Source: an optimization exercise on an open RTL-to-GDS flow (aim: small area). Production flows keep margins and buffers that such runs may drop. The RTL was checked by simulation tests, not by an equivalence proof against the original design. Power figures rest on the tool's default switching activity, not on a simulated workload.

==> flow/design.v <==
`default_nettype none
module ongorucu_bht (
    input  logic        clk,
    input  logic        rst,
    input  logic [31:0] getir_ps,
    input  logic [31:0] getir_buyruk,
    input  logic        getir_gecerli,
    input  logic [31:0] yurut_ps,
    input  logic [31:0] yurut_buyruk,
    input  logic        yurut_dallan,
    input  logic [31:0] yurut_dallan_ps,
    input  logic        yurut_gecerli,
    output logic        sonuc_dallan,
    output logic [31:0] sonuc_dallan_ps
);
    localparam logic [6:0] c_OP_B   = 7'b1100011;
    localparam logic [6:0] c_OP_JAL = 7'b1101111;
    logic [3:0]  r_bht        [32];
    logic        r_btb_valid  [32];
    logic [24:0] r_btb_tag    [32];
    logic [31:0] r_btb_target [32];
    logic        w_get_b, w_get_jal, w_sel_j, w_pred_b, w_hit;
    logic [31:0] w_opnd, w_sum;
    logic        w_upd, w_tupd;
    logic [31:0] w_gsel, w_ysel;
    logic        w_rd_valid, w_rd_dir;
    logic [1:0]  w_rd_dirs;
    logic [24:0] w_rd_tag;
    logic [31:0] w_rd_target;
    logic [3:0]  w_cw_old, w_cw_new;
    logic [1:0]  w_ctr_old, w_ctr_new;
    assign w_get_b   = (getir_buyruk[6:0] == c_OP_B);
    assign w_get_jal = (getir_buyruk[6:0] == c_OP_JAL);
    assign w_upd  = yurut_gecerli && (yurut_buyruk[6:0] == c_OP_B);
    assign w_tupd = w_upd && yurut_dallan;
    always_comb begin
        for (int i = 0; i < 32; i++) begin
            w_gsel[i] = (getir_ps[6:2] == 5'(i));
            w_ysel[i] = (yurut_ps[6:2] == 5'(i));
        end
    end
    always_comb begin
        w_rd_valid  = 1'b0;
        w_rd_dirs   = '0;
        w_rd_tag    = '0;
        w_rd_target = '0;
        for (int i = 0; i < 32; i++) begin
            w_rd_valid  = w_rd_valid | (w_gsel[i] & r_btb_valid[i]);
            w_rd_dirs   = w_rd_dirs | ({2{w_gsel[i]}} & {r_bht[i][3], r_bht[i][1]});
            w_rd_tag    = w_rd_tag | ({25{w_gsel[i]}} & r_btb_tag[i]);
            w_rd_target = w_rd_target | ({32{w_gsel[i]}} & r_btb_target[i]);
        end
    end
    assign w_rd_dir = getir_ps[7] ? w_rd_dirs[1] : w_rd_dirs[0];
    assign w_hit    = w_rd_valid && (w_rd_tag == getir_ps[31:7]);
    assign w_sel_j  = getir_gecerli && w_get_jal;
    assign w_pred_b = getir_gecerli && w_get_b && w_rd_dir && w_hit;
    assign w_opnd = w_sel_j ? {{11{getir_buyruk[31]}}, getir_buyruk[31], getir_buyruk[19:12],
                               getir_buyruk[20], getir_buyruk[30:21], 1'b0}
                            : 32'd4;
    assign w_sum  = getir_ps + w_opnd;
    assign sonuc_dallan    = w_sel_j || w_pred_b;
    assign sonuc_dallan_ps = w_pred_b ? w_rd_target : w_sum;
    always_comb begin
        w_cw_old = '0;
        for (int i = 0; i < 32; i++)
            w_cw_old = w_cw_old | ({4{w_ysel[i]}} & r_bht[i]);
    end
    assign w_ctr_old = yurut_ps[7] ? w_cw_old[3:2] : w_cw_old[1:0];
    always_comb begin
        w_ctr_new = w_ctr_old;
        if (yurut_dallan) begin
            if (w_ctr_old != 2'b11) w_ctr_new = w_ctr_old + 2'b01;
        end else begin
            if (w_ctr_old != 2'b00) w_ctr_new = w_ctr_old - 2'b01;
        end
    end
    assign w_cw_new = yurut_ps[7] ? {w_ctr_new, w_cw_old[1:0]} : {w_cw_old[3:2], w_ctr_new};
    always_ff @(posedge clk) begin
        if (rst) begin
            for (int i = 0; i < 32; i++) begin
                r_bht[i]       <= 4'b0101;
                r_btb_valid[i] <= 1'b0;
            end
        end else if (w_upd) begin
            r_bht[yurut_ps[6:2]] <= w_cw_new;
            if (yurut_dallan) r_btb_valid[yurut_ps[6:2]] <= 1'b1;
        end
    end
    always_ff @(posedge clk) begin
        if (w_tupd) begin
            r_btb_tag[yurut_ps[6:2]]    <= yurut_ps[31:7];
            r_btb_target[yurut_ps[6:2]] <= yurut_dallan_ps;
        end
    end
endmodule
`default_nettype wire
==> flow/flow/run.sh <==
#!/bin/bash
# Own layout flow: the standard ORFS flow (standard.sh) with
#  - a plain &dch/&nf abc mapping (no speed-script resynthesis loops) in synthesis (flow/synth.tcl),
#  - the smallest buffer for the port buffers,
#  - clkbuf_8 sink clusters of up to 16 flops and no dummy loads in clock tree synthesis.
# make's output goes to flow_make.log; ORFS keeps each step's log under orfs/logs.
set -euo pipefail
W=$(pwd)
export OWN_ABC_SCRIPT=$W/flow/abc_area_nf.script
bash "$W/standard.sh" \
  SYNTH_SCRIPT="$W/flow/synth.tcl" \
  BUFFER_PORTS_ARGS="-buffer_cell sky130_fd_sc_hd__buf_1" \
  CTS_ARGS="-sink_clustering_enable -repair_clock_nets -dont_use_dummy_load -buf_list {sky130_fd_sc_hd__clkbuf_8} -sink_clustering_size 16 -sink_clustering_max_diameter 50" \
  finish > "$W/flow_make.log" 2>&1
==> flow/flow/abc_area_nf.script <==
&get -n
&st
&dch -f
&nf
&put
==> flow/flow/synth.tcl <==
# The standard synthesis (synth_recipe.tcl), with one change: the abc
# technology-mapping call uses a plain &dch/&nf mapping script (abc_area_nf.script)
# instead of ORFS's default speed script. Registers are untouched by abc.
proc synth {args} { yosys synth -nofsm -noshare {*}$args }
proc abc {args} {
  set i [lsearch -exact $args -script]
  if { $i >= 0 } {
    set args [lreplace $args $i [expr { $i + 1 }] -script $::env(OWN_ABC_SCRIPT)]
  }
  yosys abc {*}$args
}
source $::env(SCRIPTS_DIR)/synth.tcl
# left out here: clear keep_hierarchy, flatten, clean up, hide names made inside functions, write 1_2_yosys.v
==> flow/standard.sh <==
#!/bin/bash
# synth_recipe.tcl (not shown) runs the flow's synth.tcl, then flattens the netlist and writes it again
# the make line also repeats each setting of config.mk as NAME=value (left out here)
make -C /OpenROAD-flow-scripts/flow DESIGN_CONFIG=/design/flow/config.mk WORK_HOME=/design/flow/orfs CLKGATE_MAP_FILE= SYNTH_SCRIPT=/design/flow/synth_recipe.tcl "${@:-finish}"
==> flow/config.mk <==
export PLATFORM = sky130hd
export DESIGN_NAME = ongorucu_bht
export DESIGN_NICKNAME = ongorucu_bht
export VERILOG_FILES = /design/flow/design.v
export SDC_FILE = /design/flow/constraint.sdc
export NUM_CORES = 4
export LEC_CHECK = 0
export CAP_MARGIN = 20
export CORE_MARGIN = 2
export CORE_UTILIZATION = 60
export GPL_TIMING_DRIVEN = 0
export PLACE_DENSITY = 0.7
export SETUP_SLACK_MARGIN = 0.2
export SLEW_MARGIN = 20
==> flow/constraint.sdc <==
create_clock -name core_clock -period 8.0 [get_ports {clk}]
set_input_delay 1.6000 -clock core_clock [delete_from_list [all_inputs] [get_ports {clk}]]
set_output_delay 1.6000 -clock core_clock [all_outputs]
set_load 0.01 [all_outputs]
==> results of run 1 <==
-- worst paths after layout --
check	endpoint	slack, ns
min	r_btb_valid[18]	0.48
min reg2reg	r_btb_valid[18]	0.48
max reg2reg	r_bht[22][1]	3.39
max	sonuc_dallan_ps[22]	0.20
-- placed cells by master, fill, tap and decap left out, types with 13 or more instances in the layout --
master    count
nor3_2       30
dfxtp_1      32
and2_0       32
buf_8        55
xor2_1       20
a22o_1       43
a21oi_1      69
clkbuf_8    164
nand2_1     353
a222oi_1    363
nand4_1     164
a221oi_1     61
and3_4       16
diode_2      15
nand3_1     124
buf_1       102
ha_1         30
and3_1       26
o21ai_0      28
buf_4       301
nor2_1      266
nand2b_1     37
buf_12       25
buf_6        86
nor3_1       13
edfxtp_1   1952
clkbuf_2     56
xnor2_1      20
a22oi_1     232
buf_16       22
-- sequential cells by signal, indices dropped and copies added (netlist names) --
name / cells
r_btb_valid: 32
r_bht: 128
r_btb_tag: 800
r_btb_target: 1024
-- layer usage --
metal	GRT usage (%)	share of wire, %	vias up
li1	-	-	19100
met1	51.4	34	23700
met2	54.6	44	4325
met3	11.8	17	694
met4	14.1	4.6	18
met5	0	0.047	-
-- repair_timing --
action / 4_1_cts / 5_1_grt
setup endpoints to repair: 33 / 33
buffers inserted: 22 / 11
pin swaps: 15 / 18
resized for setup: 45 / 45
gates cloned: 4 / 7
-- worst max-delay path, delay by kind of cell --
kind            cells  cell delay [ns]
simple gates       10             2.73
compound gates      2             0.32
buf+inv             6             1.29
xor+xnor            1             0.20
-- logic make-up after synthesis --
kind of cell	synth area share [%]
XOR/XNOR	0.504
buffers and inverters	0.0618
multiplexers	0.0275
adder cells (fa/ha/maj)	0.542
flip-flops	81.3
AO/OA/AOI/OAI	9.95
AND/OR/NAND/NOR	7.66
-- power breakdown --
| group | internal, W | switching, W | leakage [nW] | total [W] |
|---|---|---|---|---|
| Sequential | 0.0114 | 0.00000926 | 17.7 | 0.0114 |
| Combinational | 0.000233 | 0.000615 | 7.65 | 0.000848 |
| Clock | 0.00183 | 0.00304 | 1.18 | 0.00487 |
| Total | 0.0135 | 0.00366 | 26.6 | 0.0171 |
-- final cells by class --
class | count | area share, %
timing repair buffer | 650 | 6.95
multi-input combinational | 2117 | 17.3
antenna | 15 | 0.0447
inverter | 12 | 0.0536
sequential | 1984 | 70.6
clock buffer | 164 | 2.69
tap | 1612 | 2.40
-- per-stage QoR --
stage | setup WS, ns | hold slack, ns | setup TNS [ns] | util [%] | area (sq um)
finish | 0.203 | 0.478 | 0 | 69.8 | 84000
global route | 0.194 | 0.513 | 0 | 69.8 | 83900
CTS | 0.201 | 0.480 | 0 | 69.4 | 83500
detailed placement | -1.46 | 0.460 | -37.37 | 67.2 | 80900
global placement | -7.52 | 0.449 | - | 63.0 | 75800
floorplan | 0.383 | 0.439 | 0 | - | 73100
==> flow_metrics.py, run 1 <==
metrics = {
    "hold_path": {
        "hold_path_class": "flop to flop",
        "worstHoldStart": "r_btb_valid[18]",
        "hold_depth": 2,
    },
    "timing": {
        "min_period_ns": 7.80,
        "slew_headroom_pct": 25.8,
        "min_period_over_period_pct": 97.5,
        "finalSetupViolCount": 0,
        "rsz0062_at_grt": "false",
        "hold_viol": 0,
        "timing.fmax_mhz": 128,
        "clock_skew_ns": 0.0888,
        "drv_slew": 0,
        "tightest_slew_ns": 1.11,
    },
    "layout": {
        "nNetsFinal": 5125,
        "instances_no_fill": 6554,
        "multiInputGateArea_sq_um": 14500,
        "final_layout_size_suffix_gt1_share_pct": 17.1,
        "regArea_sq_um": 59300,
        "n_fill_cell": 7631,
        "synthToLayoutAreaGrowth_pct": 15.1,
    },
    "clocking": {
        "cts.sinks": 1984,
        "clkSlewWorstSetupHoldPaths_ns": 0.07,
        "cts_hold_buffers": 0,
        "clock_path_buffers": 3,
        "cts_tree": "built",
        "numCtsBuffers": 164,
        "htreeDepth": 4,
        "clk_latency_ns": 0.91,
        "cts-root-buf": "clkbuf_8",
    },
    "pwr": {
        "p_total_w": 0.0171,
        "p_leak_nw": 26.6,
        "max-vdd-ir-drop_mv": 0.172,
        "power.density_nw_per_um2": 204,
    },
    "synth": {
        "synth_top_area_cell": "edfxtp_1",
        "synth_cell_types": 52,
        "yosysWarnings": 1,
        "syn-cell-area_sq_um": 72900,
        "netlist.area_leader.share_pct": 80.4,
        "synth_seq_cells": 1984,
        "synthTopCellsByCount": "edfxtp_1 (1952), a222oi_1 (363), nand2_1 (356)",
        "synth_edf_count": 1952,
        "synth-seq-area-share_pct": 81.3,
        "ys_async_sr_fraction_pct": 0,
        "synthFlopType": "edfxtp_1",
        "yosysMostFrequentCell": "edfxtp_1",
        "ys_top_cells_by_area": "edfxtp_1 (80%), a222oi_1 (5.0%), a22oi_1 (2.4%)",
        "synth_cells": 4102,
        "synth_fp_nets": 4298,
        "synth.avg_cell_area_sq_um": 17.8,
    },
    "placed_design": {
        "dp_hpwl_um": 160000,
        "placement.io_buffers": 165,
        "placedCellCount": 6330,
        "place_congestion": 0.906,
    },
    "die": {
        "rows": 127,
        "ios": 198,
        "core_area_sq_um": 120000,
        "die_x_um": 353,
        "die-area_sq_um": 124000,
        "die_height_um": 353,
        "initial_core_util_pct": 60.6,
    },
    "critical_path": {
        "critPathCaptureType": "primary output",
        "cp-startpoint": "getir_ps[4]",
        "critPathKind": "input pin to primary output",
        "crit_required_ns": 6.40,
        "crit_path_top_delay_cell": "and3_4",
        "rr_worst_depth": 14,
        "path_cells": "buf_4 > nor2b_4 > and3_4 > buf_16 > a22oi_1 > and3_1 > nand4_1 > nor2_2 > xnor2_1 > or4_1 > nor3_1 > nand4_1 > nor4_1 > nand4_1 > buf_4 > buf_12 > buf_4 > a21oi_2 > buf_1",
        "critical_path_arrival_ns": 6.20,
        "startpoint_type": "input pin",
        "path_max_fanout": 35,
        "slowest_delay_ns": 0.64,
        "r2r-start": "r_bht[2][1]",
    },
    "routing": {
        "routed_wl_um": 237000,
        "via_per_inst": 7.30,
        "dr.pass1.iters": 13,
        "wire_per_inst_um": 36.2,
        "drc": 0,
        "ant_nets": 0,
        "vias": 47900,
        "drtIter0Drc": 10600,
    },
    "grt": {
        "grt_pass1_wl_um": 322000,
        "grt_max_degree": 43,
        "grtUsageTotal_pct": 36.8,
        "overflow": 0,
        "grt_pass1_vias": 44500,
        "antenna_found_initial": 18,
    },
    "run": {
        "cap_viol_max_count": 0,
    },
    "outcome": {
        "status": "finished clean",
    },
}
==> inputs of run 2 (changes only) <==
--- a/flow/flow/run.sh
+++ b/flow/flow/run.sh
@@ -3,4 +3,5 @@
 #  - a plain &dch/&nf abc mapping (no speed-script resynthesis loops) in synthesis (flow/synth.tcl),
 #  - the smallest buffer for the port buffers,
+#  - one buf_4 per high-fanout net before repair_design (flow/preresize.tcl),
 #  - clkbuf_8 sink clusters of up to 16 flops and no dummy loads in clock tree synthesis.
 # make's output goes to flow_make.log; ORFS keeps each step's log under orfs/logs.
@@ -11,4 +12,5 @@
   SYNTH_SCRIPT="$W/flow/synth.tcl" \
   BUFFER_PORTS_ARGS="-buffer_cell sky130_fd_sc_hd__buf_1" \
+  PRE_RESIZE_TCL="$W/flow/preresize.tcl" \
   CTS_ARGS="-sink_clustering_enable -repair_clock_nets -dont_use_dummy_load -buf_list {sky130_fd_sc_hd__clkbuf_8} -sink_clustering_size 16 -sink_clustering_max_diameter 50" \
   finish > "$W/flow_make.log" 2>&1
==> flow/flow/preresize.tcl (new file) <==
# Sourced by ORFS's resize step (PRE_RESIZE_TCL) before repair_design.
# Gives every signal net with 12 or more pins one buf_4 right after its driver,
# so that repair_design, which would otherwise build a tree of many buffers
# per high-fanout net, only has to fix what is left.
set pb_nets {}
foreach net [[ord::get_db_block] getNets] {
  if { [$net getSigType] ne "SIGNAL" } { continue }
  if { [llength [$net getITerms]] + [llength [$net getBTerms]] >= 12 } {
    lappend pb_nets [$net getName]
  }
}
set pb_done 0
foreach name $pb_nets {
  set pattern [string map {"\\" "\\\\" "[" "\\[" "]" "\\]" "*" "\\*" "?" "\\?"} $name]
  set sta_net [get_nets -quiet $pattern]
  if { [llength $sta_net] != 1 } { continue }
  if { [catch { insert_buffer -net $sta_net -buffer_cell sky130_fd_sc_hd__buf_4 } err] } {
    puts "preresize: skipped $name: $err"
  } else {
    incr pb_done
  }
}
puts "preresize: buffered $pb_done of [llength $pb_nets] high-fanout nets"
==> flow_metrics.py, run 2 <==
metrics = {
    "pwr": {
        "max-vdd-ir-drop_mv": 0.190,
        "p_total_w": 0.0171,
        "power.density_nw_per_um2": 214,
        "p_leak_nw": 24.2,
    },
    "layout": {
        "final_cell_mix": "edfxtp_1 (1952), a222oi_1 (363), nand2_1 (356), nor2_1 (272), a22oi_1 (232)",
        "largest_register_ffs": 1024,
        "nNetsFinal": 4778,
        "final_layout_size_suffix_gt1_share_pct": 7.88,
        "synthToLayoutAreaGrowth_pct": 9.43,
        "layout.cells.most_common": "edfxtp_1",
    },
    "synth": {
        "yosysWarnings": 1,
        "syn-cell-area_sq_um": 72900,
        "synth-seq-area-share_pct": 81.3,
        "synthFlopType": "edfxtp_1",
        "synth_top_area_cell": "edfxtp_1",
        "synth_fp_nets": 4298,
        "synth_cell_types": 52,
        "netlist.area_leader.share_pct": 80.4,
        "ys_top_cells_by_area": "edfxtp_1 (80%), a222oi_1 (5.0%), a22oi_1 (2.4%)",
        "synth_cells": 4102,
        "ys_async_sr_fraction_pct": 0,
        "synth_edf_count": 1952,
        "yosysMostFrequentCell": "edfxtp_1",
        "synth.avg_cell_area_sq_um": 17.8,
        "synthTopCellsByCount": "edfxtp_1 (1952), a222oi_1 (363), nand2_1 (356)",
        "synth_seq_cells": 1984,
    },
    "critical_path": {
        "cp_top_family": "simple AND/OR/NAND/NOR gates",
        "r2r-start": "r_bht[2][1]",
        "path_depth": 20,
        "r2r_end": "r_bht[29][0]",
        "path_max_fanout": 60,
        "ff2ff_setup_slack_ns": 3.62,
        "rr_worst_depth": 14,
        "slowest_delay_ns": 0.61,
        "critical_path_arrival_ns": 6.22,
        "cp-endpoint": "sonuc_dallan_ps[23]",
        "startpoint_type": "input pin",
        "crit_required_ns": 6.40,
        "crit_path_top_delay_cell": "buf_8",
        "critPathCaptureType": "primary output",
        "path_cells": "buf_1 > buf_6 > nor2b_1 > and3_1 > buf_8 > a22o_1 > a221oi_1 > and4_1 > nand3_1 > nor2_1 > a211oi_1 > o2111ai_1 > nor3_1 > nand3_1 > nor2_4 > buf_4 > buf_16 > and3_2 > a21oi_1 > buf_1",
        "crit_buf_inv": 6,
        "critPathKind": "input pin to primary output",
        "cp-startpoint": "getir_ps[2]",
    },
    "grt": {
        "grt_max_degree": 89,
        "antenna_found_initial": 14,
        "grt_pass1_wl_um": 311000,
        "overflow": 0,
        "grtUsageTotal_pct": 35.8,
        "grt_pass1_vias": 42700,
    },
    "clocking": {
        "cts_hold_buffers": 0,
        "clkSlewWorstSetupHoldPaths_ns": 0.04,
        "clock_path_buffers": 3,
        "numCtsBuffers": 159,
        "cts-root-buf": "clkbuf_8",
        "htreeDepth": 4,
        "clk_latency_ns": 0.91,
        "cts.sinks": 1984,
        "cts_tree": "built",
    },
    "die": {
        "die_height_um": 353,
        "core_area_sq_um": 120000,
        "initial_core_util_pct": 60.6,
        "die_x_um": 353,
        "ios": 198,
        "rows": 127,
        "die-area_sq_um": 124000,
    },
    "timing": {
        "timing.fmax_mhz": 128,
        "min_period_over_period_pct": 97.8,
        "slew_headroom_pct": 26.5,
        "finalSetupViolCount": 0,
        "hold_viol": 0,
        "min_period_ns": 7.82,
        "rsz0062_at_grt": "true",
        "drv_slew": 0,
        "tightest_slew_ns": 1.10,
        "clock_skew_ns": 0.0573,
        "fin_setup_tns_ns": 0,
        "worst_hold_slack_ns": 0.467,
    },
    "placed_design": {
        "dp_hpwl_um": 101000,
        "placement.io_buffers": 165,
        "place_congestion": 0.906,
    },
    "run": {
        "cap_viol_max_count": 0,
    },
    "routing": {
        "vias": 45600,
        "via_per_inst": 7.36,
        "dr.pass1.iters": 10,
        "wire_per_inst_um": 36.6,
        "drtIter0Drc": 10800,
        "routed_wl_um": 227000,
        "drc": 0,
        "ant_nets": 0,
    },
    "outcome": {
        "status": "finished clean",
    },
    "hold_path": {
        "hold_path_class": "flop to flop",
    },
}
[run 2: cell counts after synthesis]
No cell type changed its count.
[run 2: layout make-up]
cell class | instances | area (sq um)
flip-flops and latches | 1984 | 59300
fillers | 8045 | 40500
multi-input cells | 2106 | 14000
repair buffers | 319 | 2250
clock buffers | 159 | 2190
well taps | 1612 | 2020
inverters | 12 | 45.0
diodes | 9 | 22.5
[run 2: what timing repair did]
item,in CTS,in global routing
gates resized for setup,41,72
endpoints found under the setup margin,33,33
pin swaps,4,10
cloned,3,0
buffers inserted,6,2
[run 2: worst min-delay path by stage]
stage | from | to | cells after the start | slack [ns]
after global routing | r_btb_valid[14] | r_btb_valid[14] | 2 | 0.49
after global placement | r_btb_valid[14] | r_btb_valid[14] | 2 | 0.45
after floorplan | r_btb_valid[0] | r_btb_valid[0] | 2 | 0.44
after detailed placement | r_btb_valid[18] | r_btb_valid[18] | 2 | 0.46
after CTS | r_btb_valid[14] | r_btb_valid[14] | 2 | 0.47
final | r_btb_valid[14] | r_btb_valid[14] | 2 | 0.47
[run 2: layer usage]
layer,vias to the layer above,GRT usage [%],wire length [um]
li1,18400,-,-
met1,22700,51.0,80600
met3,554,10.7,36600
met2,3923,53.1,101000
met5,-,0,164
met4,20,12.9,8510
[run 2: worst register-to-register path, delay by kind of cell, from the launching register on]
kind            cells  cell delay, ns
compound gates      4            1.41
buf+inv             1            0.46
flops               1            0.43
simple gates        9            1.76
[run 2: cell families after synthesis]
| group | count (synthesis) | share of synthesized area (%) |
|---|---|---|
| buf+inv | 12 | 0.0618 |
| simple gates | 1168 | 7.66 |
| compound gates | 863 | 9.95 |
| xor+xnor | 42 | 0.504 |
| mux | 2 | 0.0275 |
| flops | 1984 | 81.3 |
| fa+ha+maj | 31 | 0.542 |
[run 2: report_power, final]
group | internal, W | switching, W | total, W | leakage, nW
sequential | 0.0114 | 0.00000899 | 0.0114 | 17.7
clock | 0.00178 | 0.00308 | 0.00486 | 1.14
combinational | 0.000207 | 0.000583 | 0.000791 | 5.28
total | 0.0134 | 0.00367 | 0.0171 | 24.2
[run 2: stage by stage]
stage	util (%)	cell area, sq um	std cells	setup WS, ns
3_3_place_gp	63.0	75800	5879	-7.52
4_1_cts	66.1	79600	6190	0.201
3_5_place_dp	64.1	77100	6022	-1.11
2_1_floorplan	-	73100	4102	0.383
6_report	66.3	79800	6201	0.177
5_1_grt	66.3	79800	6194	0.161
==> inputs of run 3 (changes only) <==
--- a/flow/design.v
+++ b/flow/design.v
@@ -17,5 +17,4 @@
     localparam logic [6:0] c_OP_JAL = 7'b1101111;
     logic [3:0]  r_bht        [32];
-    logic        r_btb_valid  [32];
     logic [24:0] r_btb_tag    [32];
     logic [31:0] r_btb_target [32];
@@ -24,5 +23,5 @@
     logic        w_upd, w_tupd;
     logic [31:0] w_gsel, w_ysel;
-    logic        w_rd_valid, w_rd_dir;
+    logic        w_rd_dir;
     logic [1:0]  w_rd_dirs;
     logic [24:0] w_rd_tag;
@@ -41,10 +40,8 @@
     end
     always_comb begin
-        w_rd_valid  = 1'b0;
         w_rd_dirs   = '0;
         w_rd_tag    = '0;
         w_rd_target = '0;
         for (int i = 0; i < 32; i++) begin
-            w_rd_valid  = w_rd_valid | (w_gsel[i] & r_btb_valid[i]);
             w_rd_dirs   = w_rd_dirs | ({2{w_gsel[i]}} & {r_bht[i][3], r_bht[i][1]});
             w_rd_tag    = w_rd_tag | ({25{w_gsel[i]}} & r_btb_tag[i]);
@@ -53,5 +50,5 @@
     end
     assign w_rd_dir = getir_ps[7] ? w_rd_dirs[1] : w_rd_dirs[0];
-    assign w_hit    = w_rd_valid && (w_rd_tag == getir_ps[31:7]);
+    assign w_hit    = (w_rd_tag == getir_ps[31:7]);
     assign w_sel_j  = getir_gecerli && w_get_jal;
     assign w_pred_b = getir_gecerli && w_get_b && w_rd_dir && w_hit;
@@ -79,11 +76,7 @@
     always_ff @(posedge clk) begin
         if (rst) begin
-            for (int i = 0; i < 32; i++) begin
-                r_bht[i]       <= 4'b0101;
-                r_btb_valid[i] <= 1'b0;
-            end
+            for (int i = 0; i < 32; i++) r_bht[i] <= 4'b0101;
         end else if (w_upd) begin
             r_bht[yurut_ps[6:2]] <= w_cw_new;
-            if (yurut_dallan) r_btb_valid[yurut_ps[6:2]] <= 1'b1;
         end
     end
==> flow_metrics.py, run 3 <==
metrics = {
    "routing": {
        "dr.pass1.iters": 9,
        "drtIter0Drc": 10500,
        "vias": 45600,
        "ant_nets": 0,
        "via_per_inst": 7.39,
        "routed_wl_um": 229000,
        "wire_per_inst_um": 37.2,
        "drc": 0,
    },
    "clocking": {
        "cts_tree": "built",
        "cts_hold_buffers": 0,
        "clock_path_buffers": 3,
        "cts.sinks": 1952,
        "numCtsBuffers": 161,
        "clkSlewWorstSetupHoldPaths_ns": 0.08,
        "clk_latency_ns": 0.90,
        "cts-root-buf": "clkbuf_8",
        "htreeDepth": 4,
    },
    "timing": {
        "min_period_over_period_pct": 98.0,
        "rsz0062_at_grt": "true",
        "clock_skew_ns": 0.0424,
        "finalSetupViolCount": 0,
        "hold_viol": 0,
        "worst_hold_slack_ns": 1.14,
        "drv_slew": 0,
        "timing.fmax_mhz": 128,
        "tightest_slew_ns": 1.09,
        "fin_setup_tns_ns": 0,
        "slew_headroom_pct": 27.2,
        "min_period_ns": 7.84,
    },
    "grt": {
        "globalRouteMet1Util_pct": 52.4,
        "top_usage_layer": "met2",
        "grtUsageTotal_pct": 36.8,
        "grt_pass1_wl_um": 313000,
        "antenna_found_initial": 12,
        "grt_util_met2_pct": 53.7,
        "grt_max_degree": 74,
        "grt_use_met3_pct": 11.3,
        "overflow": 0,
        "grt_pass1_vias": 43400,
    },
    "pwr": {
        "p_sw_w": 0.00369,
        "power.density_nw_per_um2": 214,
        "p_leak_nw": 24.2,
        "seqPwrFrac_pct": 66.4,
        "p_total_w": 0.0169,
        "p_clk_share_pct": 28.7,
        "internal-power_w": 0.0133,
        "swShare_pct": 21.8,
        "max-vdd-ir-drop_mv": 0.150,
        "p_comb_share_pct": 4.9,
    },
    "layout": {
        "largest_register_ffs": 1024,
        "instances_no_fill": 6162,
        "final_layout_size_suffix_gt1_share_pct": 7.99,
        "synthToLayoutAreaGrowth_pct": 9.71,
        "layout.cells.most_common": "edfxtp_1",
        "final_cell_mix": "edfxtp_1 (1952), nand2_1 (385), a222oi_1 (353), a22oi_1 (317), nor2_1 (227)",
        "nNetsFinal": 4739,
        "final_core_util_pct": 66.3,
    },
    "critical_path": {
        "critPathCaptureType": "primary output",
        "crit_path_top_delay_cell": "buf_8",
        "path_max_fanout": 59,
        "slowest_delay_ns": 0.59,
        "path_cells": "buf_1 > buf_4 > nor2b_1 > and3_1 > buf_8 > a222oi_1 > and4_1 > nand3_1 > nor2_4 > and2_1 > or4_1 > nor4_1 > nand3_1 > nor3_4 > buf_12 > nor2_1 > a21oi_1 > buf_1",
        "cp_top_family": "simple AND/OR/NAND/NOR gates",
        "crit_required_ns": 6.40,
        "r2r_end": "r_bht[2][3]",
        "r2r-start": "r_bht[4][2]",
        "rr_worst_depth": 13,
        "startpoint_type": "input pin",
        "ff2ff_setup_slack_ns": 3.49,
        "critPathKind": "input pin to primary output",
        "crit_buf_inv": 5,
        "critical_path_arrival_ns": 6.24,
    },
    "placed_design": {
        "dp_hpwl_um": 101000,
        "place_congestion": 0.935,
        "placedCellCount": 5980,
        "placement.io_buffers": 165,
    },
    "synth": {
        "synth_seq_cells": 1952,
        "ys_async_sr_fraction_pct": 0,
        "synth_fp_nets": 4245,
        "yosysMostFrequentCell": "edfxtp_1",
        "syn-cell-area_sq_um": 72300,
        "synth.avg_cell_area_sq_um": 17.8,
        "synthFlopType": "edfxtp_1",
        "synth_cells": 4049,
        "synth-seq-area-share_pct": 81.1,
        "synthTopCellsByCount": "edfxtp_1 (1952), nand2_1 (385), a222oi_1 (353)",
        "ys_top_cells_by_area": "edfxtp_1 (81%), a222oi_1 (4.9%), a22oi_1 (3.3%)",
        "synth_cell_types": 50,
        "netlist.area_leader.share_pct": 81.1,
        "synth_edf_count": 1952,
        "yosysWarnings": 1,
        "synth_top_area_cell": "edfxtp_1",
    },
    "hold_path": {
        "hold_path_class": "flop to flop",
        "hold_depth": 4,
        "holdPathEnd": "r_bht[14][2]",
        "worstHoldStart": "r_bht[31][2]",
    },
    "die": {
        "die-area_sq_um": 123000,
        "core_area_sq_um": 120000,
        "die_height_um": 351,
        "initial_core_util_pct": 60.4,
        "ios": 198,
        "die_x_um": 351,
        "rows": 127,
    },
    "outcome": {
        "status": "finished clean",
    },
    "run": {
        "cap_viol_max_count": 0,
    },
}
-- run 3: kinds of logic after synthesis --
| logic type | count (synthesis) | share of synthesized area, % |
|---|---|---|
| buf+inv | 28 | 0.145 |
| compound gates | 943 | 10.8 |
| flops | 1952 | 81.1 |
| simple gates | 1050 | 6.83 |
| fa+ha+maj | 31 | 0.547 |
| mux | 3 | 0.0416 |
| xor+xnor | 42 | 0.509 |
-- run 3: what timing repair did --
item | CTS | global route
endpoints found under the hold margin | 0 | 0
gates resized for setup | 31 | 67
setup buffers | 2 | 6
endpoints found under the setup margin | 33 | 33
cloned | 2 | 2
pin swaps | 1 | 8
-- run 3: final cells by class --
cell class                      instances  area, sq um
Multi-Input combinational cell       2069        13900
Inverter                               28          105
Sequential cell                      1952        58600
Timing Repair Buffer                  331         2430
Clock buffer                          161         2220
Antenna cell                            9         22.5
Tap cell                             1612         2020
Fill cell                            8090        40400
-- run 3: power by group through the flow --
stage	clock, W	sequential (W)	combinational [W]
6_report	0.00486	0.0113	0.000834
2_1_floorplan	0	0.0115	0.000335
3_3_place_gp	0	0.0115	0.000737
3_5_place_dp	0	0.0115	0.000788
4_1_cts	0.00479	0.0113	0.000793
5_1_grt	0.00513	0.0113	0.000868
-- run 3: layer usage --
layer  routed length, um  up-vias  part of all wire (%)
met1               81900    22700                    36
met4                9650       10                   4.2
li1                    -    18300                     -
met3               37000      598                    16
met2              101000     4018                    44
met5                  59        -                 0.026
-- run 3: worst min-delay path, delay by kind of cell (launching register included) --
family                 cells  cell delay, ns
buffers and inverters      1            0.26
flip-flops                 1            0.33
AND/OR/NAND/NOR            1            0.11
AO/OA/AOI/OAI              2            0.33
-- run 3: worst max path at each step --
stage / cells after the start / slack [ns] / end / startpoint
global route: 19 / 0.09 / sonuc_dallan_ps[3] / getir_ps[2]
global placement: 14 / -7.72 / sonuc_dallan_ps[2] / getir_ps[6]
finish: 18 / 0.16 / sonuc_dallan_ps[12] / getir_ps[2]
floorplan: 13 / 0.02 / sonuc_dallan_ps[30] / getir_ps[4]
detailed placement: 18 / -0.90 / sonuc_dallan_ps[2] / getir_ps[3]
CTS: 22 / 0.17 / sonuc_dallan_ps[30] / getir_buyruk[5]
-- run 3: per-stage QoR --
step | setup WS [ns] | instance area [sq um]
finish | 0.161 | 79300
global route | 0.0871 | 79300
CTS | 0.168 | 79000
detailed placement | -0.900 | 76600
global placement | -7.72 | 75100
floorplan | 0.0206 | 72500
==> inputs of run 4 (changes only) <==
--- a/flow/design.v
+++ b/flow/design.v
@@ -73,8 +73,9 @@
         end
     end
-    assign w_cw_new = yurut_ps[7] ? {w_ctr_new, w_cw_old[1:0]} : {w_cw_old[3:2], w_ctr_new};
+    assign w_cw_new = rst         ? 4'b0101 :
+                      yurut_ps[7] ? {w_ctr_new, w_cw_old[1:0]} : {w_cw_old[3:2], w_ctr_new};
     always_ff @(posedge clk) begin
         if (rst) begin
-            for (int i = 0; i < 32; i++) r_bht[i] <= 4'b0101;
+            for (int i = 0; i < 32; i++) r_bht[i] <= w_cw_new;
         end else if (w_upd) begin
             r_bht[yurut_ps[6:2]] <= w_cw_new;
==> flow/flow/run.sh (replaced) <==
#!/bin/bash
# Own layout flow: the standard ORFS flow (standard.sh) with
#  - a plain &dch/&nf abc mapping (no speed-script resynthesis loops) in synthesis (flow/synth.tcl),
#  - the smallest buffer for the port buffers,
#  - one buf_4 per high-fanout net before repair_design (flow/preresize.tcl),
#  - clkbuf_8 sink clusters of up to 16 flops within 80 um and no dummy loads in clock tree synthesis.
# make's output goes to flow_make.log; ORFS keeps each step's log under orfs/logs.
set -euo pipefail
W=$(pwd)
export OWN_ABC_SCRIPT=$W/flow/abc_area_nf.script
bash "$W/standard.sh" \
  SYNTH_SCRIPT="$W/flow/synth.tcl" \
  BUFFER_PORTS_ARGS="-buffer_cell sky130_fd_sc_hd__buf_1" \
  PRE_RESIZE_TCL="$W/flow/preresize.tcl" \
  CTS_ARGS="-sink_clustering_enable -repair_clock_nets -dont_use_dummy_load -buf_list {sky130_fd_sc_hd__clkbuf_8} -sink_clustering_size 16 -sink_clustering_max_diameter 80" \
  finish > "$W/flow_make.log" 2>&1
==> flow_metrics.py, run 4 <==
metrics = {
    "synth": {
        "ys_top_cells_by_area": "edfxtp_1 (82%), a222oi_1 (5.0%), a22oi_1 (3.3%)",
        "synth_cells": 3842,
        "synth_top_area_cell": "edfxtp_1",
        "synth_seq_cells": 1952,
        "yosysWarnings": 1,
        "synth_edf_count": 1952,
        "yosysMostFrequentCell": "edfxtp_1",
        "synth_fp_nets": 4038,
        "synthFlopType": "edfxtp_1",
        "synth_cell_types": 47,
        "ys_async_sr_fraction_pct": 0,
        "synthTopCellsByCount": "edfxtp_1 (1952), a222oi_1 (355), nand2_1 (345)",
        "synth-seq-area-share_pct": 82.3,
        "netlist.area_leader.share_pct": 82.3,
        "syn-cell-area_sq_um": 71200,
        "synth.avg_cell_area_sq_um": 18.5,
    },
    "clocking": {
        "htreeDepth": 4,
        "cts.sinks": 1952,
        "clock_path_buffers": 3,
        "clkSlewWorstSetupHoldPaths_ns": 0.10,
        "cts_tree": "built",
        "cts-root-buf": "clkbuf_8",
        "clk_latency_ns": 0.87,
        "cts_hold_buffers": 0,
        "numCtsBuffers": 139,
    },
    "layout": {
        "n_fill_cell": 7900,
        "nNetsFinal": 4493,
        "synthToLayoutAreaGrowth_pct": 8.95,
        "largest_register_ffs": 1024,
        "regArea_sq_um": 58600,
        "layout.cells.most_common": "edfxtp_1",
        "instances_no_fill": 5845,
        "final_cell_mix": "edfxtp_1 (1952), a222oi_1 (355), nand2_1 (345), a22oi_1 (310), buf_1 (165)",
        "final_layout_size_suffix_gt1_share_pct": 8.01,
        "fin_area_sq_um": 77600,
        "multiInputGateArea_sq_um": 12900,
    },
    "critical_path": {
        "critical_path_arrival_ns": 6.16,
        "crit_buf_inv": 6,
        "startpoint_type": "input pin",
        "cp_top_family": "simple AND/OR/NAND/NOR gates",
        "crit_required_ns": 6.40,
        "critPathCaptureType": "primary output",
        "path_cells": "buf_1 > buf_4 > nor2b_1 > and3_1 > buf_6 > a222oi_1 > and3_1 > nand4_1 > nor2_1 > and2_0 > nor4bb_1 > nand4_1 > nor3_4 > buf_4 > bufbuf_16 > o21ai_0 > buf_1",
        "path_max_fanout": 59,
        "critPathKind": "input pin to primary output",
        "crit_path_top_delay_cell": "buf_6",
        "slowest_delay_ns": 0.81,
    },
    "timing": {
        "tightest_slew_ns": 1.27,
        "clock_skew_ns": 0.0204,
        "hold_viol": 0,
        "timing.fmax_mhz": 129,
        "min_period_ns": 7.76,
        "min_period_over_period_pct": 97.0,
        "drv_slew": 0,
        "fin_setup_tns_ns": 0,
        "finalSetupViolCount": 0,
        "rsz0062_at_grt": "true",
        "slew_headroom_pct": 15.4,
    },
    "die": {
        "rows": 126,
        "die-area_sq_um": 121000,
        "core_area_sq_um": 118000,
        "initial_core_util_pct": 60.4,
        "ios": 198,
        "die_x_um": 349,
        "die_height_um": 349,
    },
    "placed_design": {
        "place_congestion": 0.893,
        "placement.io_buffers": 165,
        "dp_hpwl_um": 94200,
        "placedCellCount": 5684,
        "placed_area_sq_um": 75300,
    },
    "pwr": {
        "p_sw_w": 0.00357,
        "swShare_pct": 21.4,
        "internal-power_w": 0.0131,
        "p_comb_share_pct": 4.6,
        "seqPwrFrac_pct": 68.1,
        "power.density_nw_per_um2": 215,
        "max-vdd-ir-drop_mv": 0.163,
        "p_leak_nw": 23.9,
        "p_clk_share_pct": 27.3,
    },
    "routing": {
        "drtIter0Drc": 10400,
        "dr.pass1.iters": 11,
        "via_per_inst": 7.51,
        "wire_per_inst_um": 38.1,
        "routed_wl_um": 222000,
        "ant_nets": 0,
        "drc": 0,
        "vias": 43900,
    },
    "grt": {
        "overflow": 0,
        "antenna_found_initial": 13,
        "grt_pass1_wl_um": 303000,
        "grtUsageTotal_pct": 36.0,
        "grt_pass1_vias": 40600,
        "grt_max_degree": 60,
    },
    "outcome": {
        "status": "finished clean",
    },
    "hold_path": {
        "hold_path_class": "input pin to flop",
    },
    "run": {
        "cap_viol_max_count": 0,
    },
}
run 4: changes by cell type in the layout (fill, tap and decap cells not counted), moves of 24 or more:
cell	previous run	this run
clkbuf_8	165	141
nand2b_1	37	4
a311oi_1	33	0
o311ai_0	32	0
nand2_1	385	345
a21o_1	6	36
nor2_1	227	149
run 4: path summary, 6_finish.rpt:
check	end	from	cells after the start	slack [ns]
worst max-delay path	sonuc_dallan_ps[26]	getir_ps[2]	17	0.24
worst min-delay path	r_btb_target[30][1]	yurut_dallan_ps[1]	2	1.20
worst max register to register	r_bht[17][0]	r_bht[1][1]	13	3.72
worst min register to register	r_bht[1][1]	r_bht[30][1]	4	1.38
run 4: layout make-up:
class	count	area share (%)
Timing Repair Buffer	314	2.73
Tap cell	1536	2.48
Antenna cell	14	0.0452
Sequential cell	1952	75.6
Inverter	9	0.0435
Multi-Input combinational cell	1881	16.7
Clock buffer	139	2.47
run 4: cell families after synthesis:
family | share of synthesized area, %
AOI/OAI and AO/OA | 10.3
xor gates and xnor gates | 0.529
adders and majority gates | 0.583
buffers and inverters | 0.0474
DFF | 82.3
muxes | 0.0861
and+or+nand+nor | 6.18
run 4: power groups by stage:
stage / logic, W / registers, W / clock network [W]
6_report: 0.000760 / 0.0113 / 0.00456
5_1_grt: 0.000796 / 0.0114 / 0.00483
4_1_cts: 0.000726 / 0.0113 / 0.00451
3_5_place_dp: 0.000722 / 0.0116 / 0
3_3_place_gp: 0.000682 / 0.0116 / 0
2_1_floorplan: 0.000317 / 0.0116 / 0
run 4: per-stage QoR:
step	power [W]	hold slack, ns	utilization [%]	worst slack, ns
after global placement	0.0123	1.62	62.8	-8.03
after detailed placement	0.0123	1.65	63.9	-1.01
after CTS	0.0166	1.13	65.6	0.207
after floorplan	0.0119	1.19	-	0.265
after global routing	0.0170	1.18	65.8	0.167
final	0.0167	1.20	65.8	0.237
run 4: timing repair:
item / 4_1_cts / 5_1_grt
cloned: 1 / 2
buffers inserted: 2 / 2
resized for setup: 20 / 27
pin swaps: 2 / 3
setup endpoints to repair: 32 / 31
run 4: routing by layer:
| metal | vias up | part of all wire, % | global-route usage [%] |
|---|---|---|---|
| met5 | - | 0.022 | 0 |
| met4 | 8 | 4.0 | 13.7 |
| met3 | 578 | 17 | 11.0 |
| li1 | 17400 | - | - |
| met2 | 4062 | 43 | 52.0 |
| met1 | 21900 | 36 | 52.3 |
==> inputs of run 5 (changes only) <==
--- a/flow/flow/run.sh
+++ b/flow/flow/run.sh
@@ -3,5 +3,5 @@
 #  - a plain &dch/&nf abc mapping (no speed-script resynthesis loops) in synthesis (flow/synth.tcl),
 #  - the smallest buffer for the port buffers,
-#  - one buf_4 per high-fanout net before repair_design (flow/preresize.tcl),
+#  - one buffer per high-fanout net before repair_design (flow/preresize.tcl),
 #  - clkbuf_8 sink clusters of up to 16 flops within 80 um and no dummy loads in clock tree synthesis.
 # make's output goes to flow_make.log; ORFS keeps each step's log under orfs/logs.
==> flow/flow/preresize.tcl (replaced) <==
# Sourced by ORFS's resize step (PRE_RESIZE_TCL) before repair_design.
# Gives every signal net with 12 or more pins one buffer right after its
# driver (buf_4 for 45 or more pins, buf_2 below), so that repair_design, which
# would otherwise build a tree of many buffers per high-fanout net, only has to
# fix what is left. When the driver is the net's input-port buffer, that port
# buffer is resized instead of adding a second buffer behind it.
set pb_nets {}
foreach net [[ord::get_db_block] getNets] {
  if { [$net getSigType] ne "SIGNAL" } { continue }
  set npins [expr { [llength [$net getITerms]] + [llength [$net getBTerms]] }]
  if { $npins >= 12 } { lappend pb_nets [list [$net getName] $npins] }
}
set pb_ins 0
set pb_rep 0
foreach item $pb_nets {
  lassign $item name npins
  set cell [expr { $npins >= 45 ? "sky130_fd_sc_hd__buf_4" : "sky130_fd_sc_hd__buf_2" }]
  set dbnet [[ord::get_db_block] findNet $name]
  set drv ""
  foreach it [$dbnet getITerms] {
    if { [$it isOutputSignal] } { set drv [$it getInst] }
  }
  if { $drv ne "" && [string match "input*" [$drv getName]]
       && [[$drv getMaster] getName] eq "sky130_fd_sc_hd__buf_1" } {
    replace_cell [$drv getName] $cell
    incr pb_rep
    continue
  }
  set pattern [string map {"\\" "\\\\" "[" "\\[" "]" "\\]" "*" "\\*" "?" "\\?"} $name]
  set sta_net [get_nets -quiet $pattern]
  if { [llength $sta_net] != 1 } { continue }
  if { [catch { insert_buffer -net $sta_net -buffer_cell $cell } err] } {
    puts "preresize: skipped $name: $err"
  } else {
    incr pb_ins
  }
}
puts "preresize: inserted $pb_ins buffers, resized $pb_rep port buffers"
==> flow_metrics.py, run 5 <==
metrics = {
    "outcome": {
        "status": "finished clean",
    },
    "layout": {
        "n_fill_cell": 7962,
        "layout.cells.most_common": "edfxtp_1",
        "synthToLayoutAreaGrowth_pct": 8.41,
        "fin_area_sq_um": 77200,
        "final_cell_mix": "edfxtp_1 (1952), a222oi_1 (355), nand2_1 (345), a22oi_1 (310), nor2_1 (148)",
        "nNetsFinal": 4429,
        "final_layout_size_suffix_gt1_share_pct": 8.13,
        "largest_register_ffs": 1024,
    },
    "critical_path": {
        "path_cells": "buf_2 > nand2_1 > nor3_4 > buf_6 > a22oi_1 > and4_1 > nand4_1 > nor2_1 > xnor2_1 > nor2_1 > nand4_1 > nor3_4 > buf_12 > nor2_1 > a21oi_4 > buf_1",
        "crit_required_ns": 6.40,
        "r2r-start": "r_bht[1][1]",
        "critPathCaptureType": "primary output",
        "startpoint_type": "input pin",
        "cp-startpoint": "getir_ps[5]",
        "slowest_delay_ns": 0.75,
        "critical_path_arrival_ns": 6.17,
        "critPathKind": "input pin to primary output",
        "crit_path_frequent_cell": "nor2_1",
        "rr_worst_depth": 13,
        "path_max_fanout": 59,
        "crit_path_top_delay_cell": "buf_6",
    },
    "synth": {
        "synth.avg_cell_area_sq_um": 18.5,
        "synthTopCellsByCount": "edfxtp_1 (1952), a222oi_1 (355), nand2_1 (345)",
        "yosysMostFrequentCell": "edfxtp_1",
        "synth_seq_cells": 1952,
        "ys_top_cells_by_area": "edfxtp_1 (82%), a222oi_1 (5.0%), a22oi_1 (3.3%)",
        "yosysWarnings": 1,
        "synth_cells": 3842,
        "synth_top_area_cell": "edfxtp_1",
        "ys_async_sr_fraction_pct": 0,
        "synth_cell_types": 47,
        "synth-seq-area-share_pct": 82.3,
        "synth_edf_count": 1952,
        "syn-cell-area_sq_um": 71200,
        "synthFlopType": "edfxtp_1",
        "netlist.area_leader.share_pct": 82.3,
        "synth_fp_nets": 4038,
    },
    "grt": {
        "globalRouteMet1Util_pct": 52.5,
        "grt_pass1_wl_um": 302000,
        "top_usage_layer": "met1",
        "overflow": 0,
        "grt_pass1_vias": 40400,
        "grtUsageTotal_pct": 36.0,
        "grt_util_met2_pct": 51.6,
        "antenna_found_initial": 17,
        "grt_max_degree": 60,
        "grt_use_met3_pct": 11.4,
    },
    "timing": {
        "rsz0062_at_grt": "true",
        "timing.fmax_mhz": 129,
        "tightest_slew_ns": 1.16,
        "min_period_over_period_pct": 97.1,
        "min_period_ns": 7.77,
        "finalSetupViolCount": 0,
        "hold_viol": 0,
        "drv_slew": 0,
        "slew_headroom_pct": 22.7,
        "clock_skew_ns": 0.0173,
    },
    "hold_path": {
        "hold_depth": 1,
        "worstHoldStart": "yurut_ps[22]",
        "hold_path_class": "input pin to flop",
    },
    "pwr": {
        "max-vdd-ir-drop_mv": 0.156,
        "power.density_nw_per_um2": 216,
        "p_leak_nw": 23.8,
        "p_total_w": 0.0166,
    },
    "clocking": {
        "numCtsBuffers": 139,
        "cts.sinks": 1952,
        "clk_latency_ns": 0.87,
        "clock_path_buffers": 3,
        "cts_tree": "built",
        "cts_hold_buffers": 0,
        "clkSlewWorstSetupHoldPaths_ns": 0.10,
        "cts-root-buf": "clkbuf_8",
        "htreeDepth": 4,
    },
    "routing": {
        "wire_per_inst_um": 38.2,
        "drc": 0,
        "via_per_inst": 7.52,
        "vias": 43500,
        "routed_wl_um": 221000,
        "drtIter0Drc": 10200,
        "ant_nets": 0,
        "dr.pass1.iters": 10,
    },
    "placed_design": {
        "place_congestion": 0.893,
        "placement.io_buffers": 165,
        "placed_area_sq_um": 74900,
        "dp_hpwl_um": 94100,
    },
    "die": {
        "die_x_um": 349,
        "die-area_sq_um": 121000,
        "rows": 126,
        "ios": 198,
        "core_area_sq_um": 118000,
        "die_height_um": 349,
        "initial_core_util_pct": 60.4,
    },
    "run": {
        "cap_viol_max_count": 0,
    },
}
run 5: report_power, final:
group / switching, W / internal (W) / total (W)
combinational: 0.000550 / 0.000191 / 0.000741
sequential: 0.0000274 / 0.0113 / 0.0113
clock: 0.00299 / 0.00157 / 0.00456
run 5: repair_timing:
| action | 4_1_cts | 5_1_grt |
|---|---|---|
| cloned | 1 | 1 |
| buffers inserted | 2 | 1 |
| resized for setup | 25 | 29 |
| endpoints found under the setup margin | 32 | 30 |
| pin swaps | 2 | 3 |
run 5: path summary, 6_finish.rpt:
kind                             end  slack [ns]
setup reg to reg        r_bht[16][0]        3.69
hold / removal      r_btb_tag[5][15]        1.20
hold reg to reg          r_bht[1][1]        1.39
setup / recovery  sonuc_dallan_ps[1]        0.23
run 5: kinds of logic after synthesis:
family	synth area share [%]
DFF	82.3
buffers and inverters	0.0474
and+or+nand+nor	6.18
xor gates and xnor gates	0.529
AOI/OAI and AO/OA	10.3
adders and majority gates	0.583
muxes	0.0861
run 5: critical path: cells and delay by family:
family	cells	cell delay, ns
buf+inv	4	1.54
compound gates	2	0.55
simple gates	9	2.23
xor+xnor	1	0.14
run 5: final cells by class:
type	count	area [sq um]	area share, %
inverter	9	33.8	0.0438
sequential	1952	58600	75.9
antenna	13	32.5	0.0421
multi-input combinational	1881	12900	16.8
tap	1536	1920	2.49
timing repair buffer	250	1730	2.24
clock buffer	139	1910	2.48
run 5: per-layer routing:
metal / vias to the layer above / share of wire, %
met5: - / 0.015
met3: 505 / 16
met2: 3863 / 43
met4: 6 / 3.6
li1: 17300 / -
met1: 21800 / 37
run 5: per-stage QoR:
stage                     hold slack [ns]  util, %  cells  setup WS (ns)  TNS [ns]
after floorplan                      1.19        -   3842          0.265         0
after global placement               1.62     62.8   5543          -8.03  -5208.09
after detailed placement             1.64     63.5   5620          -1.18    -18.60
after CTS                            1.14     65.3   5762          0.214         0
after global routing                 1.18     65.4   5770          0.145         0
final                                1.20     65.5   5780          0.233         0
==> inputs of run 6 (changes only) <==
--- a/flow/design.v
+++ b/flow/design.v
@@ -39,13 +39,30 @@
         end
     end
+    logic [31:0] w_grp_target [11];
+    logic [24:0] w_grp_tag    [11];
+    logic [1:0]  w_grp_dirs   [11];
     always_comb begin
-        w_rd_dirs   = '0;
-        w_rd_tag    = '0;
-        w_rd_target = '0;
-        for (int i = 0; i < 32; i++) begin
-            w_rd_dirs   = w_rd_dirs | ({2{w_gsel[i]}} & {r_bht[i][3], r_bht[i][1]});
-            w_rd_tag    = w_rd_tag | ({25{w_gsel[i]}} & r_btb_tag[i]);
-            w_rd_target = w_rd_target | ({32{w_gsel[i]}} & r_btb_target[i]);
+        for (int j = 0; j < 11; j++) begin
+            w_grp_target[j] = '0;
+            w_grp_tag[j]    = '0;
+            w_grp_dirs[j]   = '0;
+            for (int k = 0; k < 3; k++) begin
+                if (3*j+k < 32) begin
+                    w_grp_target[j] = w_grp_target[j] | ({32{w_gsel[3*j+k]}} & r_btb_target[3*j+k]);
+                    w_grp_tag[j]    = w_grp_tag[j]    | ({25{w_gsel[3*j+k]}} & r_btb_tag[3*j+k]);
+                    w_grp_dirs[j]   = w_grp_dirs[j]   |
+                                      ({2{w_gsel[3*j+k]}} & {r_bht[3*j+k][3], r_bht[3*j+k][1]});
+                end
+            end
         end
+        w_rd_target = (w_grp_target[0] | w_grp_target[1] | w_grp_target[2] | w_grp_target[3]) |
+                      (w_grp_target[4] | w_grp_target[5] | w_grp_target[6] | w_grp_target[7]) |
+                      (w_grp_target[8] | w_grp_target[9] | w_grp_target[10]);
+        w_rd_tag    = (w_grp_tag[0] | w_grp_tag[1] | w_grp_tag[2] | w_grp_tag[3]) |
+                      (w_grp_tag[4] | w_grp_tag[5] | w_grp_tag[6] | w_grp_tag[7]) |
+                      (w_grp_tag[8] | w_grp_tag[9] | w_grp_tag[10]);
+        w_rd_dirs   = (w_grp_dirs[0] | w_grp_dirs[1] | w_grp_dirs[2] | w_grp_dirs[3]) |
+                      (w_grp_dirs[4] | w_grp_dirs[5] | w_grp_dirs[6] | w_grp_dirs[7]) |
+                      (w_grp_dirs[8] | w_grp_dirs[9] | w_grp_dirs[10]);
     end
     assign w_rd_dir = getir_ps[7] ? w_rd_dirs[1] : w_rd_dirs[0];
@@ -59,8 +76,13 @@
     assign sonuc_dallan    = w_sel_j || w_pred_b;
     assign sonuc_dallan_ps = w_pred_b ? w_rd_target : w_sum;
+    logic [3:0] w_grp_cw [11];
     always_comb begin
+        for (int j = 0; j < 11; j++) begin
+            w_grp_cw[j] = '0;
+            for (int k = 0; k < 3; k++)
+                if (3*j+k < 32) w_grp_cw[j] = w_grp_cw[j] | ({4{w_ysel[3*j+k]}} & r_bht[3*j+k]);
+        end
         w_cw_old = '0;
-        for (int i = 0; i < 32; i++)
-            w_cw_old = w_cw_old | ({4{w_ysel[i]}} & r_bht[i]);
+        for (int j = 0; j < 11; j++) w_cw_old = w_cw_old | w_grp_cw[j];
     end
     assign w_ctr_old = yurut_ps[7] ? w_cw_old[3:2] : w_cw_old[1:0];
==> flow_metrics.py, run 6 <==
metrics = {
    "pwr": {
        "max-vdd-ir-drop_mv": 0.150,
        "p_total_w": 0.0167,
        "seqPwrFrac_pct": 68.1,
        "p_leak_nw": 23.3,
        "p_clk_share_pct": 27.3,
        "swShare_pct": 21.4,
        "p_sw_w": 0.00357,
        "internal-power_w": 0.0131,
        "power.density_nw_per_um2": 217,
        "p_comb_share_pct": 4.6,
    },
    "timing": {
        "tightest_slew_ns": 1.05,
        "fin_setup_tns_ns": 0,
        "min_period_over_period_pct": 98.6,
        "clock_skew_ns": 0.0475,
        "min_period_ns": 7.89,
        "timing.fmax_mhz": 127,
        "slew_headroom_pct": 30.0,
        "finalSetupViolCount": 0,
        "worst_hold_slack_ns": 0.999,
        "drv_slew": 0,
        "rsz0062_at_grt": "false",
        "hold_viol": 0,
    },
    "synth": {
        "yosysMostFrequentCell": "edfxtp_1",
        "synth-seq-area-share_pct": 82.7,
        "synth_cell_types": 51,
        "syn-cell-area_sq_um": 70900,
        "synth.avg_cell_area_sq_um": 19.9,
        "synth_seq_cells": 1952,
        "netlist.area_leader.share_pct": 82.7,
        "synth_cells": 3558,
        "synth_edf_count": 1952,
        "synthTopCellsByCount": "edfxtp_1 (1952), a222oi_1 (565), nand3_1 (225)",
        "yosysWarnings": 5,
        "synthFlopType": "edfxtp_1",
        "synth_top_area_cell": "edfxtp_1",
        "ys_top_cells_by_area": "edfxtp_1 (83%), a222oi_1 (8.0%), nand3_1 (1.6%)",
        "ys_async_sr_fraction_pct": 0,
        "synth_fp_nets": 3754,
    },
    "critical_path": {
        "crit_required_ns": 6.40,
        "r2r-start": "r_bht[2][0]",
        "cp-startpoint": "getir_ps[2]",
        "path_max_fanout": 57,
        "startpoint_type": "input pin",
        "r2r_end": "r_bht[14][2]",
        "critical_path_arrival_ns": 6.29,
        "ff2ff_setup_slack_ns": 5.14,
        "critPathKind": "input pin to primary output",
        "critPathCaptureType": "primary output",
        "cp-endpoint": "sonuc_dallan_ps[1]",
        "rr_worst_depth": 8,
    },
    "layout": {
        "layout.cells.most_common": "edfxtp_1",
        "regArea_sq_um": 58600,
        "nNetsFinal": 4151,
        "instances_no_fill": 5499,
        "multiInputGateArea_sq_um": 12600,
        "largest_register_ffs": 1024,
        "synthToLayoutAreaGrowth_pct": 8.43,
        "n_fill_cell": 7845,
        "final_core_util_pct": 65.4,
        "final_cell_mix": "edfxtp_1 (1952), a222oi_1 (565), nand3_1 (225), nand4_1 (153), clkbuf_8 (146)",
        "final_layout_size_suffix_gt1_share_pct": 8.70,
    },
    "grt": {
        "grt_max_degree": 59,
        "grt_pass1_vias": 40100,
        "antenna_found_initial": 19,
        "overflow": 0,
        "grtUsageTotal_pct": 35.7,
        "grt_pass1_wl_um": 298000,
    },
    "clocking": {
        "htreeDepth": 4,
        "numCtsBuffers": 140,
        "cts.sinks": 1952,
        "clock_path_buffers": 3,
        "postCtsSetupBuffers": 0,
        "cts-root-buf": "clkbuf_8",
        "cts_resized": 58,
        "cts_tree": "built",
        "clkSlewWorstSetupHoldPaths_ns": 0.11,
        "clk_latency_ns": 0.92,
        "cts_hold_buffers": 0,
    },
    "run": {
        "cap_viol_max_count": 0,
    },
    "die": {
        "initial_core_util_pct": 60.3,
        "core_area_sq_um": 118000,
        "rows": 126,
        "die_height_um": 348,
        "ios": 198,
        "die-area_sq_um": 121000,
        "die_x_um": 348,
    },
    "routing": {
        "via_per_inst": 7.81,
        "vias": 43000,
        "dr.pass1.iters": 10,
        "wire_per_inst_um": 39.8,
        "drc": 0,
        "drtIter0Drc": 11100,
        "ant_nets": 0,
        "routed_wl_um": 219000,
    },
    "placed_design": {
        "placedCellCount": 5348,
        "placement.io_buffers": 165,
        "dp_hpwl_um": 98700,
        "place_congestion": 0.887,
    },
    "outcome": {
        "status": "finished clean",
    },
    "hold_path": {
        "hold_path_class": "flop to flop",
    },
}
run 6: changes by cell type in the layout (fill, tap and decap cells not counted), sizes merged, moves of 19 or more:
cell,change
a21o,-26
a21oi,-51
a221oi,-19
a222oi,+210
a22oi,-250
a31o,+34
and2,+26
mux2i,+21
nand2,-289
nand3,+145
nor2,-91
run 6: worst max-delay path, cell delays in order:
cell and delay (ns):
buf_2 0.32, and4b_1 0.45, and2_2 0.26, buf_12 0.18
a222oi_1 0.50, nand4_1 0.19, or4_1 0.76, o22ai_2 0.30
nor4_1 0.12, nand4_1 0.12, buf_6 0.29, buf_12 0.27
mux2_1 0.45, buf_1 0.19
run 6: power groups by stage:
stage | Combinational (W) | Sequential, W | Clock [W]
after floorplan | 0.000297 | 0.0116 | 0
after global placement | 0.000666 | 0.0116 | 0
final | 0.000759 | 0.0113 | 0.00456
after global routing | 0.000783 | 0.0114 | 0.00483
after CTS | 0.000721 | 0.0113 | 0.00451
after detailed placement | 0.000710 | 0.0116 | 0
run 6: layer usage:
metal / global-route usage, % / routed length [um] / up-vias
li1: - / - / 17000
met1: 48.4 / 75900 / 21500
met5: 0 / 61 / -
met2: 55.3 / 100000 / 3859
met4: 15.7 / 10500 / 10
met3: 9.12 / 32200 / 651
run 6: kinds of logic (layout without fill, tap and decap cells):
family / count (synthesis) / count (layout) / synth area share, %
xor+xnor: 33 / 33 / 0.408
mux: 32 / 32 / 0.462
other cells: 0 / 10 / 0
simple gates: 710 / 710 / 5.60
compound gates: 790 / 790 / 10.2
buf+inv: 9 / 404 / 0.0476
fa+ha+maj: 32 / 32 / 0.572
flops: 1952 / 1952 / 82.7
run 6: layout make-up:
cell class | instances | area share, %
clock buffer | 140 | 2.51
sequential | 1952 | 76.2
tap | 1536 | 2.50
antenna | 10 | 0.0325
timing repair buffer | 255 | 2.34
multi-input combinational | 1597 | 16.3
inverter | 9 | 0.0456
run 6: per-stage QoR:
stage                     setup WS [ns]  cell area, sq um
after floorplan                   0.202             71000
after global placement            -6.98             73500
after detailed placement         -0.696             74500
after CTS                         0.208             76700
after global routing              0.170             76900
final                             0.112             76900
run 6: worst min-delay path by stage:
stage                      start      endpoint  slack, ns  cells past startpoint
global route        r_bht[23][0]  r_bht[24][0]       1.07                      6
finish              r_bht[23][0]  r_bht[24][0]        1.0                      6
floorplan           r_bht[18][1]   r_bht[0][1]       1.29                      6
detailed placement  r_bht[23][0]  r_bht[24][0]       0.98                      6
CTS                 r_bht[23][0]  r_bht[24][0]       0.98                      6
global placement    r_bht[18][1]   r_bht[5][1]       1.71                      6
==> inputs of run 7 (changes only) <==
--- a/flow/design.v
+++ b/flow/design.v
@@ -83,6 +83,7 @@
                 if (3*j+k < 32) w_grp_cw[j] = w_grp_cw[j] | ({4{w_ysel[3*j+k]}} & r_bht[3*j+k]);
         end
-        w_cw_old = '0;
-        for (int j = 0; j < 11; j++) w_cw_old = w_cw_old | w_grp_cw[j];
+        w_cw_old = (w_grp_cw[0] | w_grp_cw[1] | w_grp_cw[2] | w_grp_cw[3]) |
+                   (w_grp_cw[4] | w_grp_cw[5] | w_grp_cw[6] | w_grp_cw[7]) |
+                   (w_grp_cw[8] | w_grp_cw[9] | w_grp_cw[10]);
     end
     assign w_ctr_old = yurut_ps[7] ? w_cw_old[3:2] : w_cw_old[1:0];
--- a/flow/flow/run.sh
+++ b/flow/flow/run.sh
@@ -1,5 +1,5 @@
 #!/bin/bash
 # Own layout flow: the standard ORFS flow (standard.sh) with
-#  - a plain &dch/&nf abc mapping (no speed-script resynthesis loops) in synthesis (flow/synth.tcl),
+#  - a plain &dch/&nf -R 15 abc mapping (no speed-script resynthesis loops) in synthesis (flow/synth.tcl),
 #  - the smallest buffer for the port buffers,
 #  - one buffer per high-fanout net before repair_design (flow/preresize.tcl),
==> flow/flow/abc_area_nf.script (replaced) <==
&get -n
&st
&dch -f
&nf -R 15
&put
--- a/flow/flow/synth.tcl
+++ b/flow/flow/synth.tcl
@@ -1,4 +1,4 @@
 # The standard synthesis (synth_recipe.tcl), with one change: the abc
-# technology-mapping call uses a plain &dch/&nf mapping script (abc_area_nf.script)
+# technology-mapping call uses a plain &dch/&nf -R 15 mapping script (abc_area_nf.script)
 # instead of ORFS's default speed script. Registers are untouched by abc.
 proc synth {args} { yosys synth -nofsm -noshare {*}$args }
==> flow_metrics.py, run 7 <==
metrics = {
    "timing": {
        "timing.fmax_mhz": 127,
        "min_period_ns": 7.88,
        "clock_skew_ns": 0.0365,
        "min_period_over_period_pct": 98.5,
        "finalSetupViolCount": 0,
        "setup_ws_ns": 0.118,
        "hold_viol": 0,
        "slew_headroom_pct": 28.3,
        "drv_slew": 0,
    },
    "critical_path": {
        "crit_buf_inv": 5,
        "path_cells": "buf_2 > nor4bb_1 > and2_1 > buf_8 > a222oi_1 > and4_1 > a41oi_1 > nand4_1 > nor4_4 > nand4_1 > buf_4 > buf_12 > mux2i_2 > buf_1",
        "path_max_fanout": 59,
        "critical_path_arrival_ns": 6.28,
        "critPathKind": "input pin to primary output",
        "rr_worst_depth": 8,
        "critPathCaptureType": "primary output",
        "crit_path_frequent_cell": "nand4_1",
        "path_depth": 14,
        "crit_path_top_delay_cell": "buf_8",
        "r2r-start": "r_bht[19][2]",
    },
    "clocking": {
        "htreeDepth": 4,
        "cts_hold_buffers": 0,
        "cts-root-buf": "clkbuf_8",
        "clk_latency_ns": 0.89,
        "cts_tree": "built",
        "clock_path_buffers": 3,
        "cts.sinks": 1952,
    },
    "routing": {
        "wl_met3_um": 33700,
        "drtIter0Drc": 11200,
        "highest-signal-layer": "met5",
        "ant_nets": 0,
        "wire_per_inst_um": 39.5,
        "met2WireLength_um": 94000,
        "wl_met1_um": 74800,
        "vias": 41500,
    },
    "synth": {
        "syn-cell-area_sq_um": 70200,
        "synth_seq_cells": 1952,
        "synth_cells": 3392,
        "ys_async_sr_fraction_pct": 0,
        "synth_cell_types": 49,
        "synthFlopType": "edfxtp_1",
        "synthTopCellsByCount": "edfxtp_1 (1952), a222oi_1 (596), nand4_1 (120)",
        "synth.avg_cell_area_sq_um": 20.7,
        "ys_top_cells_by_area": "edfxtp_1 (84%), a222oi_1 (8.5%), nand4_1 (1.1%)",
        "yosysMostFrequentCell": "edfxtp_1",
        "synth-seq-area-share_pct": 83.5,
        "synth_fp_nets": 3588,
    },
    "die": {
        "die_height_um": 346,
        "initial_core_util_pct": 60.5,
        "die_x_um": 346,
        "die-area_sq_um": 120000,
        "core_area_sq_um": 116000,
    },
    "hold_path": {
        "worstHoldStart": "yurut_dallan_ps[7]",
        "hold_depth": 1,
        "holdPathEnd": "r_btb_target[27][7]",
    },
    "pwr": {
        "max-vdd-ir-drop_mv": 0.158,
        "p_leak_nw": 23.1,
        "power.density_nw_per_um2": 218,
    },
    "placed_design": {
        "place_congestion": 0.866,
        "placed_area_sq_um": 73700,
        "dp_hpwl_um": 91700,
        "place_ws_ns": -0.609,
    },
    "grt": {
        "grt_pass1_wl_um": 286000,
        "overflow": 0,
        "grt_pass1_vias": 39000,
    },
    "layout": {
        "final_cell_mix": "edfxtp_1 (1952), a222oi_1 (596), clkbuf_8 (141), nand4_1 (120), buf_1 (101)",
        "nNetsFinal": 3970,
        "final_layout_size_suffix_gt1_share_pct": 8.43,
        "n_fill_cell": 7704,
    },
    "outcome": {
        "status": "finished clean",
    },
    "run": {
        "cap_viol_max_count": 0,
    },
}
[run 7: how the worst max path moves through the flow]
stage                 from                   to  slack [ns]
3_3_place_gp   getir_ps[6]  sonuc_dallan_ps[31]       -7.91
2_1_floorplan  getir_ps[6]   sonuc_dallan_ps[0]        0.05
4_1_cts        getir_ps[6]   sonuc_dallan_ps[9]        0.22
5_1_grt        getir_ps[4]   sonuc_dallan_ps[3]        0.04
6_report       getir_ps[4]   sonuc_dallan_ps[9]        0.12
3_5_place_dp   getir_ps[6]   sonuc_dallan_ps[9]       -0.61
[run 7: routing by layer]
| metal | global-route usage, % | vias up |
|---|---|---|
| li1 | - | 16300 |
| met1 | 50.1 | 20900 |
| met2 | 51.2 | 3786 |
| met3 | 8.91 | 459 |
| met4 | 11.4 | 6 |
| met5 | 0 | - |
[run 7: layout make-up]
type	count	area (sq um)	share of cell area (%)
Antenna cell	7	17.5	0.0230
Clock buffer	139	1910	2.52
Inverter	2	33.8	0.0444
Multi-Input combinational cell	1438	11800	15.5
Sequential cell	1952	58600	77.1
Tap cell	1524	1910	2.51
Timing Repair Buffer	241	1760	2.31
[run 7: logic make-up after synthesis]
family	share of synthesized area (%)
xor+xnor	0.524
fa+ha+maj	0.563
flops	83.5
simple gates	3.90
buf+inv	0.0107
mux	0.508
compound gates	11.0
[run 7: what timing repair did]
action / in CTS / in global routing
pin swaps: 0 / 1
endpoints found under the setup margin: 33 / 23
gates resized for setup: 44 / 57
[run 7: stage by stage]
stage / hold WS [ns] / TNS (ns) / cells / utilization, %
floorplan: 1.25 / 0 / 3392 / -
global placement: 1.69 / -4571.70 / 5081 / 62.8
detailed placement: 1.58 / -10.27 / 5157 / 63.5
CTS: 1.11 / 0 / 5296 / 65.3
global route: 1.17 / 0 / 5298 / 65.5
finish: 1.16 / 0 / 5303 / 65.5
[run 7: power by group]
part / leakage (nW) / switching (W) / total (W) / internal [W]
clock network: 0.999 / 0.00296 / 0.00452 / 0.00156
logic: 4.46 / 0.000500 / 0.000674 / 0.000174
registers: 17.6 / 0.0000293 / 0.0114 / 0.0113
total: 23.1 / 0.00348 / 0.0165 / 0.0131

Setup slack of run 7, layout unchanged: 0.118 ns with ideal ports, 0.086 ns with driving cells assumed (clock clkbuf_16, inputs buf_2), 0.086 ns with port delays also shifted by the 0.943 ns mid clock arrival.
